Context: an optimization exercise on an open-source flow, tuned for small area, a short achievable clock period and few clock cycles per item. The choices shown serve that exercise and are no tape-out recipe.
RTL that was checked went through simulation tests only; none was proved equivalent to the original.
No activity file was given, so power comes from the tool's default toggle rates.

== try-violet ==
## nocRouter
module nocRouter (
  input  logic                           clk,
  input  logic                           rst,
  input  logic [7:0]                     rxyInit,
  input  logic [3:0]                     cxInit,
  input  logic [4-1:0]             curAddrInit,
  input  logic [5-1:0]          inValid,
  input  logic [5*16-1:0]  inFlit,
  output logic [5-1:0]          inReady,
  output logic [5-1:0]          outValid,
  output logic [5*16-1:0]  outFlit
);
==> module lbdrRoute, before the edit <==
module lbdrRoute (
  input  logic [7:0]            rxy,
  input  logic [3:0]            cx,
  input  logic [4-1:0]    curAddr,
  input  logic [4-1:0]    dstAddr,
  output logic [5-1:0] ports
);
  logic [1:0] xCur;
  logic [1:0] yCur;
  logic [1:0] xDst;
  logic [1:0] yDst;
  logic goN;
  logic goE;
  logic goW;
  logic goS;
  assign xCur = curAddr[1:0];
  assign yCur = curAddr[3:2];
  assign xDst = dstAddr[1:0];
  assign yDst = dstAddr[3:2];
  assign goN = (yDst < yCur);
  assign goE = (xCur < xDst);
  assign goW = (xDst < xCur);
  assign goS = (yCur < yDst);
  always_comb begin
    ports = '0;
    ports[0] = ((goN & ~goE & ~goW) | (goN & goE & rxy[0])
                    | (goN & goW & rxy[1])) & cx[0];
    ports[1] = ((goE & ~goN & ~goS) | (goE & goN & rxy[2])
                    | (goE & goS & rxy[3])) & cx[1];
    ports[2] = ((goW & ~goN & ~goS) | (goW & goN & rxy[4])
                    | (goW & goS & rxy[5])) & cx[2];
    ports[3] = ((goS & ~goE & ~goW) | (goS & goE & rxy[6])
                    | (goS & goW & rxy[7])) & cx[3];
    ports[4] = ~goN & ~goE & ~goW & ~goS;
  end
endmodule
==> module meshRouter, before the edit <==
module meshRouter (
  input  logic                           clk,
  input  logic                           rst,
  input  logic [7:0]                     rxyInit,
  input  logic [3:0]                     cxInit,
  input  logic [4-1:0]             curAddrInit,
  input  logic [5-1:0]          inValid,
  input  logic [5*16-1:0]  inFlit,
  output logic [5-1:0]          inReady,
  output logic [5-1:0]          outValid,
  output logic [5*16-1:0]  outFlit
);
  localparam int NP = 5;
  localparam int FW = 16;
  logic [7:0] rxy;
  logic [3:0] cx;
  logic [4-1:0] curAddr;
  logic [NP*FW-1:0] dat;
  logic [NP-1:0] vld;
  logic [NP*NP-1:0] rte;
  logic [NP-1:0] drp;
  logic [NP*NP-1:0] sel;
  logic [NP-1:0] rdy;
  logic [NP*NP-1:0] newRte;
  logic [NP-1:0] acc;
  logic [NP-1:0] hdrIn;
  logic [NP-1:0] tailIn;
  logic [NP-1:0] bnd;
  logic [NP-1:0] waiting;
  logic [NP-1:0] tailOut;
  logic [NP-1:0] rel;
  logic [NP-1:0] busy;
  logic [NP*NP-1:0] req;
  logic [NP*NP-1:0] gnt;
  logic [NP*NP-1:0] selNext;
  logic [NP-1:0] bndNext;
  logic [NP-1:0] vldNext;
  logic [NP-1:0] drpNext;
  always_ff @(posedge clk) begin
    if (rst) begin
      rxy <= rxyInit;
      cx <= cxInit;
      curAddr <= curAddrInit;
    end
  end
  for (genvar g = 0; g < NP; g++) begin : gRoute
    lbdrRoute lbdr (
      .rxy(rxy), .cx(cx), .curAddr(curAddr),
      .dstAddr(inFlit[g*FW + FW-4 -: 4]),
      .ports(newRte[g*NP +: NP])
    );
  end
  always_comb begin
    for (int i = 0; i < NP; i++) begin
      acc[i] = inValid[i] & rdy[i];
      hdrIn[i] = (inFlit[i*FW + FW-1 -: 3] == 3'd1);
      tailIn[i] = (inFlit[i*FW + FW-1 -: 3] == 3'd3);
      tailOut[i] = (dat[i*FW + FW-1 -: 3] == 3'd3);
      bnd[i] = 1'b0;
      for (int o = 0; o < NP; o++) bnd[i] = bnd[i] | sel[o*NP + i];
      waiting[i] = vld[i] & ~bnd[i];
    end
    for (int i = 0; i < NP; i++) begin
      for (int o = 0; o < NP; o++) begin
        req[o*NP + i] = (acc[i] & hdrIn[i] & newRte[i*NP + o]) | (waiting[i] & rte[i*NP + o]);
      end
    end
    for (int o = 0; o < NP; o++) begin
      busy[o] = |sel[o*NP +: NP];
      rel[o] = |(sel[o*NP +: NP] & vld & tailOut);
    end
    for (int o = 0; o < NP; o++) begin
      for (int i = 0; i < NP; i++) begin
        gnt[o*NP + i] = req[o*NP + i] & (~busy[o] | rel[o]);
        for (int j = 0; j < i; j++) begin
          gnt[o*NP + i] = gnt[o*NP + i] & ~req[o*NP + j];
        end
      end
      selNext[o*NP +: NP] = (rel[o] ? '0 : sel[o*NP +: NP]) | gnt[o*NP +: NP];
    end
    for (int i = 0; i < NP; i++) begin
      bndNext[i] = 1'b0;
      for (int o = 0; o < NP; o++) bndNext[i] = bndNext[i] | selNext[o*NP + i];
      if (acc[i]) begin
        if (hdrIn[i]) begin
          drpNext[i] = ~|newRte[i*NP +: NP];
        end else begin
          drpNext[i] = drp[i] & ~tailIn[i];
        end
        vldNext[i] = ~drpNext[i] & ~(drp[i] & ~hdrIn[i]);
      end else begin
        drpNext[i] = drp[i];
        vldNext[i] = waiting[i];
      end
    end
  end
  always_ff @(posedge clk) begin
    if (rst) begin
      vld <= '0;
      drp <= '0;
      sel <= '0;
      rdy <= '1;
    end else begin
      vld <= vldNext;
      drp <= drpNext;
      sel <= selNext;
      rdy <= ~vldNext | bndNext;
    end
  end
  always_ff @(posedge clk) begin
    for (int i = 0; i < NP; i++) begin
      if (rdy[i]) begin
        dat[i*FW +: FW] <= inFlit[i*FW +: FW];
        rte[i*NP +: NP] <= newRte[i*NP +: NP];
      end
    end
  end
  assign inReady = rdy;
  always_comb begin
    for (int o = 0; o < NP; o++) begin
      outValid[o] = |(sel[o*NP +: NP] & vld);
      outFlit[o*FW +: FW] = '0;
      for (int i = 0; i < NP; i++) begin
        outFlit[o*FW +: FW] = outFlit[o*FW +: FW] | ({FW{sel[o*NP + i]}} & dat[i*FW +: FW]);
      end
    end
  end
endmodule
Settings: LEC_CHECK=0, CAP_MARGIN=20, CORE_MARGIN=2, CORE_UTILIZATION=40, SLEW_MARGIN=20; clock period 6.0 ns.
run.sh (not shown) runs the stock make flow with config.mk's settings and CLKGATE_MAP_FILE= SYNTH_SCRIPT=/design/flow/synth_recipe.tcl, a recipe that flattens the netlist after the stock synthesis.
Testbench counts of try-violet, summed over its fixed seeds: cycles 1,164, flits 5,366.
## Diff of input files: try-pepper against try-violet
-- flow/design.v --
<<< try-violet, line 19
  assign xDst = dstAddr[1:0];
  assign yDst = dstAddr[3:2];
  assign goN = (yDst < yCur);
  assign goE = (xCur < xDst);
  assign goW = (xDst < xCur);
  assign goS = (yCur < yDst);
  always_comb begin
    ports = '0;
>>> try-pepper, line 19
  assign xDst = dstAddr[1:0];
  assign yDst = dstAddr[3:2];
  assign goN = (~yDst[1] & yCur[1]) | (~yDst[1] & ~yDst[0] & yCur[0]) | (~yDst[0] & yCur[1] & yCur[0]);
  assign goE = (~xCur[1] & xDst[1]) | (~xCur[1] & ~xCur[0] & xDst[0]) | (~xCur[0] & xDst[1] & xDst[0]);
  assign goW = (~xDst[1] & xCur[1]) | (~xDst[1] & ~xDst[0] & xCur[0]) | (~xDst[0] & xCur[1] & xCur[0]);
  assign goS = (~yCur[1] & yDst[1]) | (~yCur[1] & ~yCur[0] & yDst[0]) | (~yCur[0] & yDst[1] & yDst[0]);
  always_comb begin
    ports = '0;
<<< try-violet, line 56
  logic [NP*FW-1:0] dat;
  logic [NP-1:0] vld;
  logic [NP*NP-1:0] rte;
  logic [NP-1:0] drp;
  logic [NP*NP-1:0] sel;
  logic [NP-1:0] rdy;
  logic [NP*NP-1:0] newRte;
  logic [NP-1:0] acc;
>>> try-pepper, line 56
  logic [NP*FW-1:0] dat;
  logic [NP-1:0] vld;
  logic [NP-1:0] drp;
  logic [NP*NP-1:0] sel;
  logic [NP-1:0] rdy;
  logic [NP*NP-1:0] rte;
  logic [NP*NP-1:0] newRte;
  logic [NP-1:0] acc;
<<< try-violet, line 72
  logic [NP*NP-1:0] gnt;
  logic [NP*NP-1:0] selNext;
  logic [NP-1:0] bndNext;
  logic [NP-1:0] vldNext;
  logic [NP-1:0] drpNext;
  always_ff @(posedge clk) begin
>>> try-pepper, line 72
  logic [NP*NP-1:0] gnt;
  logic [NP*NP-1:0] selNext;
  logic [NP-1:0] vldNext;
  logic [NP-1:0] bndNext;
  logic [NP-1:0] xbarValid;
  logic [NP*FW-1:0] xbarFlit;
  logic [NP-1:0] drpNext;
  always_ff @(posedge clk) begin
<<< try-violet, line 88
      .ports(newRte[g*NP +: NP])
    );
  end
  always_comb begin
    for (int i = 0; i < NP; i++) begin
      acc[i] = inValid[i] & rdy[i];
      hdrIn[i] = (inFlit[i*FW + FW-1 -: 3] == 3'd1);
      tailIn[i] = (inFlit[i*FW + FW-1 -: 3] == 3'd3);
>>> try-pepper, line 90
      .ports(newRte[g*NP +: NP])
    );
    lbdrRoute lbdrHeld (
      .rxy(rxy), .cx(cx), .curAddr(curAddr),
      .dstAddr(dat[g*FW + FW-4 -: 4]),
      .ports(rte[g*NP +: NP])
    );
  end
  always_comb begin
    for (int i = 0; i < NP; i++) begin
      hdrIn[i] = (inFlit[i*FW + FW-1 -: 3] == 3'd1);
      tailIn[i] = (inFlit[i*FW + FW-1 -: 3] == 3'd3);
<<< try-violet, line 98
      for (int o = 0; o < NP; o++) bnd[i] = bnd[i] | sel[o*NP + i];
      waiting[i] = vld[i] & ~bnd[i];
    end
    for (int i = 0; i < NP; i++) begin
>>> try-pepper, line 104
      for (int o = 0; o < NP; o++) bnd[i] = bnd[i] | sel[o*NP + i];
      waiting[i] = vld[i] & ~bnd[i];
      acc[i] = inValid[i] & rdy[i];
    end
    for (int i = 0; i < NP; i++) begin
<<< try-violet, line 139
      sel <= '0;
      rdy <= '1;
    end else begin
      vld <= vldNext;
>>> try-pepper, line 146
      sel <= '0;
      rdy <= '1;
      outValid <= '0;
    end else begin
      vld <= vldNext;
<<< try-violet, line 144
      sel <= selNext;
      rdy <= ~vldNext | bndNext;
    end
  end
>>> try-pepper, line 152
      sel <= selNext;
      rdy <= ~vldNext | bndNext;
      outValid <= xbarValid;
    end
  end
<<< try-violet, line 150
      if (rdy[i]) begin
        dat[i*FW +: FW] <= inFlit[i*FW +: FW];
        rte[i*NP +: NP] <= newRte[i*NP +: NP];
      end
    end
>>> try-pepper, line 159
      if (rdy[i]) begin
        dat[i*FW +: FW] <= inFlit[i*FW +: FW];
      end
    end
<<< try-violet, line 157
  always_comb begin
    for (int o = 0; o < NP; o++) begin
      outValid[o] = |(sel[o*NP +: NP] & vld);
      outFlit[o*FW +: FW] = '0;
      for (int i = 0; i < NP; i++) begin
        outFlit[o*FW +: FW] = outFlit[o*FW +: FW] | ({FW{sel[o*NP + i]}} & dat[i*FW +: FW]);
      end
    end
  end
endmodule
>>> try-pepper, line 165
  always_comb begin
    for (int o = 0; o < NP; o++) begin
      xbarValid[o] = |(sel[o*NP +: NP] & vld);
      xbarFlit[o*FW +: FW] = '0;
      for (int i = 0; i < NP; i++) begin
        xbarFlit[o*FW +: FW] = xbarFlit[o*FW +: FW] | ({FW{sel[o*NP + i]}} & dat[i*FW +: FW]);
      end
    end
  end
  always_ff @(posedge clk) begin
    outFlit <= xbarFlit;
  end
endmodule
Delta (try-pepper minus try-violet): number of multi-input combinational cells climbed 21%, power dropped 8.3%, detailed placer's ending HPWL climbed about 23%, number of tap instances climbed 20%. Taking try-violet as the reference, in try-pepper synthesized cell count now sits higher; utilization fell by 0.83 points; clock transition at the registers of the reported paths has remained practically unchanged. Delta (try-pepper minus try-violet): net switching component of the power decreased by about 27% relative to the old numbers; cell area after placement increased by about 17% relative to the old numbers; sequential cell count went up 60; total global-route track usage lost 0.71 points; post-placement cell count +20%.
No functional check of the RTL was part of try-pepper.

static timing again, ports no longer ideal:
Ports are ideal in the flow. The routed layouts listed here were re-timed in OpenROAD. Step 1 assumes that a clkbuf_16 drives the clock port and a buf_2 every other input. Step 2 times the ports against the registers' clock, not the clock port: input delays grow and output delays shrink by t, the midpoint of the rising clock arrivals with the driver on. Slacks: ideal ports / drivers / drivers and shift; pairs: ideal ports / drivers.
run	t (ns)	slack for setup (ns)	worst setup path at the end
try-violet	0.481	2.155 / 2.140 / 1.697	input to register
try-pepper	0.591	2.448 / 2.399 / 1.959	input to register
After both steps every run listed still meets setup and hold. The setup slack of try-pepper, which loses most, moves by -0.049 ns with the drivers and by -0.489 ns with both steps.
